This design comes from an exercise in tuning for small area on the open sky130 flow, not from production work.
Only simulation tests tie the RTL to the original design; equivalence was not proved.
Power figures rest on the tool's default switching activity, not on a simulated workload.

**design/flow/config.mk**
```make
export PLATFORM = sky130hd
export DESIGN_NAME = pe_unit
export DESIGN_NICKNAME = pe_unit
export VERILOG_FILES = /design/flow/design.v
export SDC_FILE = /design/flow/constraint.sdc
export NUM_CORES = 4
export LEC_CHECK = 0
export CAP_MARGIN = 20
export CORE_MARGIN = 2
export CORE_UTILIZATION = 45
export SLEW_MARGIN = 20
export SYNTH_HIERARCHICAL = 1
export SYNTH_MINIMUM_KEEP_SIZE = 0
```
**design/flow/constraint.sdc**
```tcl
create_clock -name core_clock -period 6.0 [get_ports {clk}]
set_input_delay 1.2000 -clock core_clock [delete_from_list [all_inputs] [get_ports {clk}]]
set_output_delay 1.2000 -clock core_clock [all_outputs]
set_load 0.01 [all_outputs]
```
**design/flow/design.v**
```verilog
package pe_pkg;
    typedef logic signed [8-1:0] pe_word_t;
    typedef logic signed [8-1:0] pe_coord_t;
    typedef logic [4*8-1:0] pe_word_vec_t;
    typedef logic [4*8-1:0] pe_coord_vec_t;
    typedef logic [4*4*8-1:0] pe_word_grid_t;
    typedef logic [4*4*8-1:0] pe_coord_grid_t;
    typedef enum logic [1:0] {
        PE_IDLE,
        PE_LOAD_WEIGHT,
        PE_LOAD_FEATURE
    } pe_state_e;
endpackage
`timescale 1ns/100ps
module pe_fa (
    input  logic a,
    input  logic b,
    input  logic c,
    output logic s,
    output logic co
);
    assign s  = a ^ b ^ c;
    assign co = (a & b) | (a & c) | (b & c);
endmodule
module pe_ha (
    input  logic a,
    input  logic b,
    output logic s,
    output logic co
);
    assign s  = a ^ b;
    assign co = a & b;
endmodule
module pe_sub (
    input  logic [7:0] nr,
    input  logic [7:0] w,
    input  logic       nv,
    output logic [7:0] y
);
    logic [7:0] ns;
    logic [7:0] nc;
    assign ns[0] = nr[0] ^ w[0];
    assign nc[1] = nr[0] & w[0];
    for (genvar i = 1; i < 7; i++) begin : g_bit
        pe_fa u_fa (.a(nr[i]), .b(w[i]), .c(nc[i]), .s(ns[i]), .co(nc[i+1]));
    end
    assign ns[7] = nr[7] ^ w[7] ^ nc[7];
    assign nc[0] = 1'b0;
    assign y = ~(ns | {8{nv}});
endmodule
module pe_mul (
    input  logic [7:0] a,
    input  logic [7:0] b,
    output logic [7:0] q
);
    wire p1 = ~(a[0] & b[1]);
    wire p2 = ~(a[0] & b[2]);
    wire p3 = ~(a[0] & b[3]);
    wire p4 = ~(a[0] & b[4]);
    wire p5 = ~(a[0] & b[5]);
    wire p6 = ~(a[0] & b[6]);
    wire p7 = a[0] & b[7];
    wire p8 = ~(a[1] & b[0]);
    wire p9 = ~(a[1] & b[1]);
    wire p10 = ~(a[1] & b[2]);
    wire p11 = ~(a[1] & b[3]);
    wire p12 = ~(a[1] & b[4]);
    wire p13 = ~(a[1] & b[5]);
    wire p14 = ~(a[1] & b[6]);
    wire p15 = a[1] & b[7];
    wire p16 = ~(a[2] & b[0]);
    wire p17 = ~(a[2] & b[1]);
    wire p18 = ~(a[2] & b[2]);
    wire p19 = ~(a[2] & b[3]);
    wire p20 = ~(a[2] & b[4]);
    wire p21 = ~(a[2] & b[5]);
    wire p22 = ~(a[2] & b[6]);
    wire p23 = a[2] & b[7];
    wire p24 = ~(a[3] & b[0]);
    wire p25 = ~(a[3] & b[1]);
    wire p26 = ~(a[3] & b[2]);
    wire p27 = ~(a[3] & b[3]);
    wire p28 = ~(a[3] & b[4]);
    wire p29 = ~(a[3] & b[5]);
    wire p30 = ~(a[3] & b[6]);
    wire p31 = a[3] & b[7];
    wire p32 = ~(a[4] & b[0]);
    wire p33 = ~(a[4] & b[1]);
    wire p34 = ~(a[4] & b[2]);
    wire p35 = ~(a[4] & b[3]);
    wire p36 = ~(a[4] & b[4]);
    wire p37 = ~(a[4] & b[5]);
    wire p38 = ~(a[4] & b[6]);
    wire p39 = a[4] & b[7];
    wire p40 = ~(a[5] & b[0]);
    wire p41 = ~(a[5] & b[1]);
    wire p42 = ~(a[5] & b[2]);
    wire p43 = ~(a[5] & b[3]);
    wire p44 = ~(a[5] & b[4]);
    wire p45 = ~(a[5] & b[5]);
    wire p46 = ~(a[5] & b[6]);
    wire p47 = ~(a[6] & b[0]);
    wire p48 = ~(a[6] & b[1]);
    wire p49 = ~(a[6] & b[2]);
    wire p50 = ~(a[6] & b[3]);
    wire p51 = ~(a[6] & b[4]);
    wire p52 = ~(a[6] & b[5]);
    wire p53 = a[7] & b[0];
    wire p54 = a[7] & b[1];
    wire p55 = a[7] & b[2];
    wire p56 = a[7] & b[3];
    wire p57 = a[7] & b[4];
    wire s58 = p1 ^ p8;
    wire c59 = ~(p1 | p8);
    logic s60, c61;
    pe_fa u_s60 (.a(p2), .b(p9), .c(p16), .s(s60), .co(c61));
    wire s62 = ~(c59 ^ s60);
    wire c63 = c59 & ~s60;
    logic s64, c65;
    pe_fa u_s64 (.a(p3), .b(p10), .c(p17), .s(s64), .co(c65));
    logic s66, c67;
    pe_fa u_s66 (.a(p24), .b(c61), .c(s64), .s(s66), .co(c67));
    wire s68 = ~(c63 ^ s66);
    wire c69 = c63 & ~s66;
    logic s70, c71;
    pe_fa u_s70 (.a(p4), .b(p11), .c(p18), .s(s70), .co(c71));
    logic s72, c73;
    pe_fa u_s72 (.a(p25), .b(p32), .c(c65), .s(s72), .co(c73));
    logic s74, c75;
    pe_fa u_s74 (.a(s70), .b(c67), .c(s72), .s(s74), .co(c75));
    wire s76 = ~(c69 ^ s74);
    wire c77 = c69 & ~s74;
    logic s78, c79;
    pe_fa u_s78 (.a(p5), .b(p12), .c(p19), .s(s78), .co(c79));
    logic s80, c81;
    pe_fa u_s80 (.a(p26), .b(p33), .c(p40), .s(s80), .co(c81));
    logic s82, c83;
    pe_fa u_s82 (.a(c71), .b(s78), .c(s80), .s(s82), .co(c83));
    logic s84, c85;
    pe_fa u_s84 (.a(c73), .b(s82), .c(c75), .s(s84), .co(c85));
    wire s86 = ~(c77 ^ s84);
    wire c87 = c77 & ~s84;
    logic s88, c89;
    pe_fa u_s88 (.a(p6), .b(p13), .c(p20), .s(s88), .co(c89));
    logic s90, c91;
    pe_fa u_s90 (.a(p27), .b(p34), .c(p41), .s(s90), .co(c91));
    logic s92, c93;
    pe_fa u_s92 (.a(p47), .b(c79), .c(c81), .s(s92), .co(c93));
    logic s94, c95;
    pe_fa u_s94 (.a(s88), .b(s90), .c(c83), .s(s94), .co(c95));
    logic s96, c97;
    pe_fa u_s96 (.a(s92), .b(s94), .c(c85), .s(s96), .co(c97));
    wire s98 = ~(c87 ^ s96);
    wire c99 = c87 & ~s96;
    logic s100, c101;
    pe_fa u_s100 (.a(p14), .b(p21), .c(p28), .s(s100), .co(c101));
    logic s102, c103;
    pe_fa u_s102 (.a(p35), .b(p42), .c(p48), .s(s102), .co(c103));
    logic s104, c105;
    pe_fa u_s104 (.a(p7), .b(p53), .c(c89), .s(s104), .co(c105));
    logic s106, c107;
    pe_fa u_s106 (.a(c91), .b(s100), .c(s102), .s(s106), .co(c107));
    logic s108, c109;
    pe_fa u_s108 (.a(c93), .b(s104), .c(s106), .s(s108), .co(c109));
    logic s110, c111;
    pe_fa u_s110 (.a(c95), .b(s108), .c(c97), .s(s110), .co(c111));
    wire s112 = ~(c99 ^ s110);
    wire c113 = c99 & ~s110;
    logic s114, c115;
    pe_fa u_s114 (.a(p22), .b(p29), .c(p36), .s(s114), .co(c115));
    logic s116, c117;
    pe_fa u_s116 (.a(p43), .b(p49), .c(p15), .s(s116), .co(c117));
    logic s118, c119;
    pe_fa u_s118 (.a(p54), .b(c101), .c(c103), .s(s118), .co(c119));
    logic s120, c121;
    pe_fa u_s120 (.a(s114), .b(s116), .c(c105), .s(s120), .co(c121));
    logic s122, c123;
    pe_fa u_s122 (.a(c107), .b(s118), .c(s120), .s(s122), .co(c123));
    logic s124, c125;
    pe_fa u_s124 (.a(c109), .b(s122), .c(c111), .s(s124), .co(c125));
    wire n126 = ~s124;
    logic s127, c128;
    pe_fa u_s127 (.a(1'b1), .b(c113), .c(n126), .s(s127), .co(c128));
    logic s129, c130;
    pe_fa u_s129 (.a(p30), .b(p37), .c(p44), .s(s129), .co(c130));
    logic s131, c132;
    pe_fa u_s131 (.a(p50), .b(p23), .c(p55), .s(s131), .co(c132));
    logic s133, c134;
    pe_fa u_s133 (.a(c115), .b(c117), .c(s129), .s(s133), .co(c134));
    logic s135, c136;
    pe_fa u_s135 (.a(s131), .b(c119), .c(s133), .s(s135), .co(c136));
    logic s137, c138;
    pe_fa u_s137 (.a(c121), .b(s135), .c(c123), .s(s137), .co(c138));
    wire n139 = ~c128;
    logic s140, c141;
    pe_fa u_s140 (.a(s137), .b(c125), .c(n139), .s(s140), .co(c141));
    logic s142, c143;
    pe_fa u_s142 (.a(p38), .b(p45), .c(p51), .s(s142), .co(c143));
    logic s144, c145;
    pe_fa u_s144 (.a(p31), .b(p56), .c(c130), .s(s144), .co(c145));
    logic s146, c147;
    pe_fa u_s146 (.a(c132), .b(s142), .c(c134), .s(s146), .co(c147));
    logic s148, c149;
    pe_fa u_s148 (.a(s144), .b(c136), .c(s146), .s(s148), .co(c149));
    logic s150, c151;
    pe_fa u_s150 (.a(s148), .b(c138), .c(c141), .s(s150), .co(c151));
    wire s152 = p46 ^ p52 ^ p39;
    wire s153 = p57 ^ c143 ^ s152;
    wire s154 = s153 ^ c145 ^ c147;
    wire s155 = s154 ^ c149 ^ c151;
    assign q[0] = s76;
    assign q[1] = s86;
    assign q[2] = s98;
    assign q[3] = s112;
    assign q[4] = s127;
    assign q[5] = s140;
    assign q[6] = s150;
    assign q[7] = s155;
endmodule
`timescale 1ns/100ps
module pe_unit (
    input  logic                   clk,
    input  logic                   rst,
    input  logic                   in_valid,
    input  logic [7:0]             weight_value,
    input  logic [7:0]             weight_row,
    input  logic [7:0]             weight_col,
    input  logic [31:0]            feature_value,
    input  logic [31:0]            feature_row,
    input  logic [31:0]            feature_col,
    input  logic [15:0]            in_channel,
    input  logic [15:0]            frame_len,
    output logic                   out_valid,
    output logic [127:0]           data_out,
    output logic [127:0]           data_out_row,
    output logic [127:0]           data_out_col,
    output logic [15:0]            out_channel
);
    logic [15:0] rem;
    logic [2:0]  cnt;       
    logic        first;
    logic [2:0]  idx;
    assign first = (rem == 16'd0);
    assign idx   = first ? 3'd0 : cnt;
    always_ff @(posedge clk or posedge rst) begin
        if (rst) begin
            rem <= '0;
            cnt <= '0;
        end else if (in_valid) begin
            rem <= (first ? frame_len : rem) - 16'd1;
            cnt <= (idx == 3'd4) ? 3'd4 : idx + 3'd1;
        end
    end
    logic        v1, v2;
    logic        emit1, emit2;
    logic        load1, load2;
    logic [1:0]  slot1, slot2;
    logic [7:0]  wv1, wr1, wc1, wr2, wc2;
    logic [31:0] fv1, fr1, fc1, fv2, fr2, fc2;
    logic [15:0] ch1, ch2;
    always_ff @(posedge clk or posedge rst) begin
        if (rst) begin
            v1 <= 1'b0;
            v2 <= 1'b0;
        end else begin
            v1 <= in_valid;
            v2 <= v1;
        end
    end
    always_ff @(posedge clk) begin
        emit1 <= idx[2] | (idx[1] & idx[0]);
        load1 <= ~idx[2];
        slot1 <= idx[1:0];
        wv1 <= weight_value;
        wr1 <= weight_row;
        wc1 <= weight_col;
        fv1 <= feature_value;
        fr1 <= ~feature_row;     
        fc1 <= ~feature_col;
        ch1 <= in_channel;
        emit2 <= emit1;
        load2 <= load1;
        slot2 <= slot1;
        wr2 <= wr1;
        wc2 <= wc1;
        fv2 <= fv1;
        fr2 <= fr1;
        fc2 <= fc1;
        ch2 <= ch1;
    end
    logic [31:0] w_v;
    for (genvar s = 0; s < 4; s++) begin : g_wvslot
        always_ff @(posedge clk) begin
            if (v1 && load1 && slot1 == 2'(s)) begin
                w_v[8*s +: 8] <= wv1;
            end
        end
    end
    logic [31:0] w_r, w_c;
    for (genvar s = 0; s < 4; s++) begin : g_wslot
        always_ff @(posedge clk) begin
            if (v2 && load2 && slot2 == 2'(s)) begin
                w_r[8*s +: 8] <= wr2;
                w_c[8*s +: 8] <= wc2;
            end
        end
    end
    logic [95:0]  win_v;
    logic [127:0] win_r, win_c;
    always_ff @(posedge clk) begin
        if (v2) begin
            win_v <= {win_v[63:0], fv2};
            win_r <= {win_r[95:0], fr2};
            win_c <= {win_c[95:0], fc2};
        end
    end
    logic [127:0] prod_d, prod_q;
    for (genvar i = 0; i < 4; i++) begin : g_pslot
        for (genvar j = 0; j < 4; j++) begin : g_plane
            logic [7:0] b;
            if (i == 0) begin : g_new
                assign b = fv2[8*j +: 8];
            end else begin : g_old
                assign b = win_v[32*(i-1) + 8*j +: 8];
            end
            pe_mul u_mul (
                .a (w_v[8*i +: 8]),
                .b (b),
                .q (prod_d[8*(4*i+j) +: 8])
            );
        end
    end
    always_ff @(posedge clk) begin
        prod_q <= prod_d;
    end
    always_ff @(posedge clk or posedge rst) begin
        if (rst) begin
            out_valid   <= 1'b0;
            out_channel <= '0;
        end else begin
            out_valid <= v2 & emit2;
            if (v2 & emit2) out_channel <= ch2;
        end
    end
    logic nov;
    assign nov = ~out_valid;
    for (genvar k = 0; k < 128; k++) begin : g_dbit
        if (8'b00011111 >> (k % 8) & 1) begin : g_true
            assign data_out[k] = prod_q[k] & out_valid;
        end else begin : g_inv
            assign data_out[k] = ~(prod_q[k] | nov);
        end
    end
    for (genvar i = 0; i < 4; i++) begin : g_slot
        for (genvar j = 0; j < 4; j++) begin : g_lane
            pe_sub u_row (
                .nr (win_r[32*i + 8*j +: 8]),
                .w  (w_r[8*i +: 8]),
                .nv (nov),
                .y  (data_out_row[8*(4*i+j) +: 8])
            );
            pe_sub u_col (
                .nr (win_c[32*i + 8*j +: 8]),
                .w  (w_c[8*i +: 8]),
                .nv (nov),
                .y  (data_out_col[8*(4*i+j) +: 8])
            );
        end
    end
endmodule
```
**design/flow/run.sh**
```bash
#!/bin/bash
# synth_recipe.tcl (not shown) runs the flow's synth.tcl, then flattens the netlist and writes it again
# the make line also repeats each setting of config.mk as NAME=value (left out here)
make -C /OpenROAD-flow-scripts/flow DESIGN_CONFIG=/design/flow/config.mk WORK_HOME=/design/flow/orfs CLKGATE_MAP_FILE= SYNTH_SCRIPT=/design/flow/synth_recipe.tcl finish
```
==> summary.txt <==
==> per-stage QoR <==
stage / power, mW / cell area, µm²
floorplan: 16.01 / 50590
global placement: 17.55 / 57390
detailed placement: 17.67 / 57390
CTS: 24.12 / 60890
global route: 25.39 / 61010
finish: 23.62 / 61020
==> layout make-up <==
type	count	area share
Multi-Input combinational cell	2515	0.4306
Sequential cell	886	0.3674
Timing Repair Buffer	635	0.1034
Clock buffer	131	0.04716
Tap cell	1488	0.03051
Inverter	171	0.01064
Clock inverter	55	0.01009
Antenna cell	5	0.0002051
==> final timing paths <==
path / startpoint / end / cells past startpoint
max: win_r[80] / data_out_row[86] / 9
min: fv1[24] / fv2[24] / 0
max reg2reg: w_v[24] / prod_q[103] / 16
min reg2reg: fv1[24] / fv2[24] / 0
max in group asynchronous: rst / v2 / 3
min in group asynchronous: rst / out_channel[9] / 3
==> repair_timing <==
item / CTS / global route
hold buffers: 0 / 0
gates cloned: 0 / 0
endpoints found under the setup margin: 11 / 29
setup buffers: 0 / 2
resized for setup: 12 / 27
==> cell usage after synthesis (2+ instances only) <==
| cell type | number |
|---|---|
| fa_1 | 816 |
| nand2_1 | 766 |
| edfxtp_1 | 448 |
| dfxtp_1 | 400 |
| nor2_1 | 326 |
| and2_1 | 211 |
| inv_1 | 171 |
| buf_4 | 128 |
| ha_1 | 100 |
| clkbuf_1 | 80 |
| dfrtp_1 | 38 |
| xnor2_1 | 32 |
| xnor3_1 | 32 |
| xor2_1 | 32 |
| xor3_1 | 32 |
| nor4_1 | 19 |
| mux2_2 | 18 |
| conb_1 | 16 |
| nand2_2 | 16 |
| a21oi_1 | 15 |
| nor3_1 | 12 |
| o21ai_0 | 11 |
| a211oi_1 | 5 |
| nand3_1 | 5 |
| nor2b_1 | 4 |
| nor3_2 | 4 |
| a31oi_1 | 3 |
| buf_2 | 3 |
| o2111a_1 | 3 |
| o211ai_1 | 3 |
| or2_2 | 3 |
| a21o_1 | 2 |
| a22o_1 | 2 |
| nor4_4 | 2 |
| o211ai_2 | 2 |
| o32a_1 | 2 |
| or3_1 | 2 |
| or3_2 | 2 |
==> per-module statistics from Yosys, one instance, submodules excluded <==
module,flip-flops and latches,area (µm²)
pe_fa,0,20.02
pe_sub,0,70.07
pe_unit,886,24600
pe_mul,0,462.9
==> cells by family after synthesis <==
logic type	count (synthesis)	synth area share
AND/OR/NAND/NOR	1380	0.1176
adder cells (fa/ha/maj)	916	0.3477
flip-flops	886	0.4430
buffers and inverters	384	0.03826
XOR/XNOR	128	0.04037
AO/OA/AOI/OAI	57	0.007866
multiplexers	18	0.004007
other	16	0.001187
==> report_power, final <==
part / switching [mW] / internal, mW
clock: 2.63 / 3.65
combinational: 4.75 / 4.68
sequential: 0.571 / 7.34
==> critical path: cells and delay by family, from the launching register on <==
| family | cells | cell delay [ns] |
|---|---|---|
| fa+ha+maj | 7 | 2.68 |
| buf+inv | 1 | 0.61 |
| flops | 1 | 0.44 |
| simple gates | 1 | 0.24 |
==> flip-flops by register name, summed over array words and instances (netlist names), 96 cells and up <==
register	count
win_r	128
win_c	128
prod_q	128
win_v	96
==> metal layers <==
layer	wire length [µm]	global-route usage	vias up
li1	-	-	12923
met1	49620	0.2871	15087
met2	60130	0.3568	941
met3	7410	0.04195	214
met4	5629	0.09864	0
met5	0	0	-
==> flow_summary.ini <==
[run_status]
outcome = timing/DRC/antenna clean

[sta]
period_share = 0.9800
clock-skew-final_ns = 0.03599
report.final.slew_viol_count = 0
fmax_mhz = 170.1
tns_ns = 0
grt_setup_unrepaired = false
period_minus_slack_ns = 5.880
slew_headroom = 0.2934
tightest_slew_ns = 1.060
timing.hold.ws_ns = 0.3172
finalSetupViolCount = 0
finalHoldViolCount = 0
layout_setup_ws_ns = 0.1199

[cells_and_area]
fin_nets = 5378
post-route-util = 0.5491
final_common_cell = fa_1
layout_common_cells = fa_1, nand2_1, clkdlybuf4s50_1, edfxtp_1, dfxtp_1
multi_input_area_mm2 = 0.02627
seqCellArea_mm2 = 0.02242
fill_cells = 9343
drive_gt1_frac = 0.07216
synthToLayoutAreaGrowth_pct = 20.62
final_cells = 5886

[logic_synthesis]
synth_top_cell_by_area = fa_1
synth_area_mm2 = 0.05058
synth-edff-count = 448
ys_types = 57
synthArstFlopShare = 0.04289
yosys_most_used_dff = edfxtp_1
synth_seq_cells = 886
syn_area_per_cell_um2 = 13.36
yosys_warnings = 7
synth_cells = 3785
seq_area_frac_synth = 0.4430
synth_area_leaders = fa_1, edfxtp_1, dfxtp_1, nand2_1, and2_1
synth_fp_nets = 4856
synth_top_area_frac = 0.3229

[global_route]
grt-ovfl-total = 0
track_usage = 0.2192
grt_pass1_vias = 32032
grt_max_degree = 171
antenna_found_initial = 11
grt_pass1_wl_mm = 191.1

[worst_setup_path]
regToRegSetupSlack_ns = 0.58
path_class = register to output port
crit_required_ns = 4.80
cpPeakStageDelay_ns = 0.61
critPathLaunchType = register
crit_slowest_cell = clkdlybuf4s50_1
critPathMostFrequentCell = fa_1
cp.arrival_ns = 4.68
cp_max_fo = 2
cp_cell_sequence = ha_1 > fa_1 > fa_1 > fa_1 > fa_1 > fa_1 > fa_1 > nor2_1 > clkdlybuf4s50_1
end_kind = output port

[route]
vias_per_cell = 4.955
drt_iter0_drc = 1856
drc_errors = 0
finalWirelength_mm = 122.8
ant_nets = 0
dr.pass1.iters = 7
wire_per_inst_um = 20.86
vias = 29165

[worst_hold_path]
hold_class = register to register

[cts]
clockRootBuffer = clkbuf_16
clkTransAtPathRegs_ns = 0.07
cts_sinks = 886
cts_buffers = 98
max-clock-path-buffers = 3
h-tree-depth = 3
cts_tree = done
clock_latency_ns = 0.71

[floorplanning]
fp.dieH_um = 339.3
dieWidth_um = 339.3
fp-row-count = 122
initial_core_util = 0.4552
die-area_mm2 = 0.1151
io_pins = 556
core-area_mm2 = 0.1111

[power_and_ir_drop]
irDropWorstVdd_mv = 0.2598
total_leakage_power_nw = 24.01
power_density_mw_per_mm2 = 387.0

[placed_design]
port_buffers = 555
placed_cells = 5692
gp_congestion = 0.8849
dp_hpwl_mm = 92.27
place_ws_ns = 0.5975

[job]
max_cap_viol_count = 0

-- static timing again, ports no longer ideal --
The flow's constraints put no driver on any port. The routed layout listed below was extracted and timed again, unchanged, in two steps.
Step 1 assumes that a clkbuf_16 drives the clock port and a buf_2 every other input.
Step 2 also shifts input and output timing later by t, the mid clock arrival at the registers, as if the neighbouring blocks saw the same clock.
a / b / c = ideal ports / drivers / drivers and shift; a / b = the first two.
t, ns: 0.752
setup WS [ns]: 0.120 / 0.052 / 0.584
clock arrival spread, ns: 0.051 / 0.050
slew at the worst register clock pin (ns): 0.07 / 0.07
After both steps setup and hold are still met in this run. For this run, drivers alone change the setup slack by -0.068 ns; drivers and shift together by +0.464 ns.
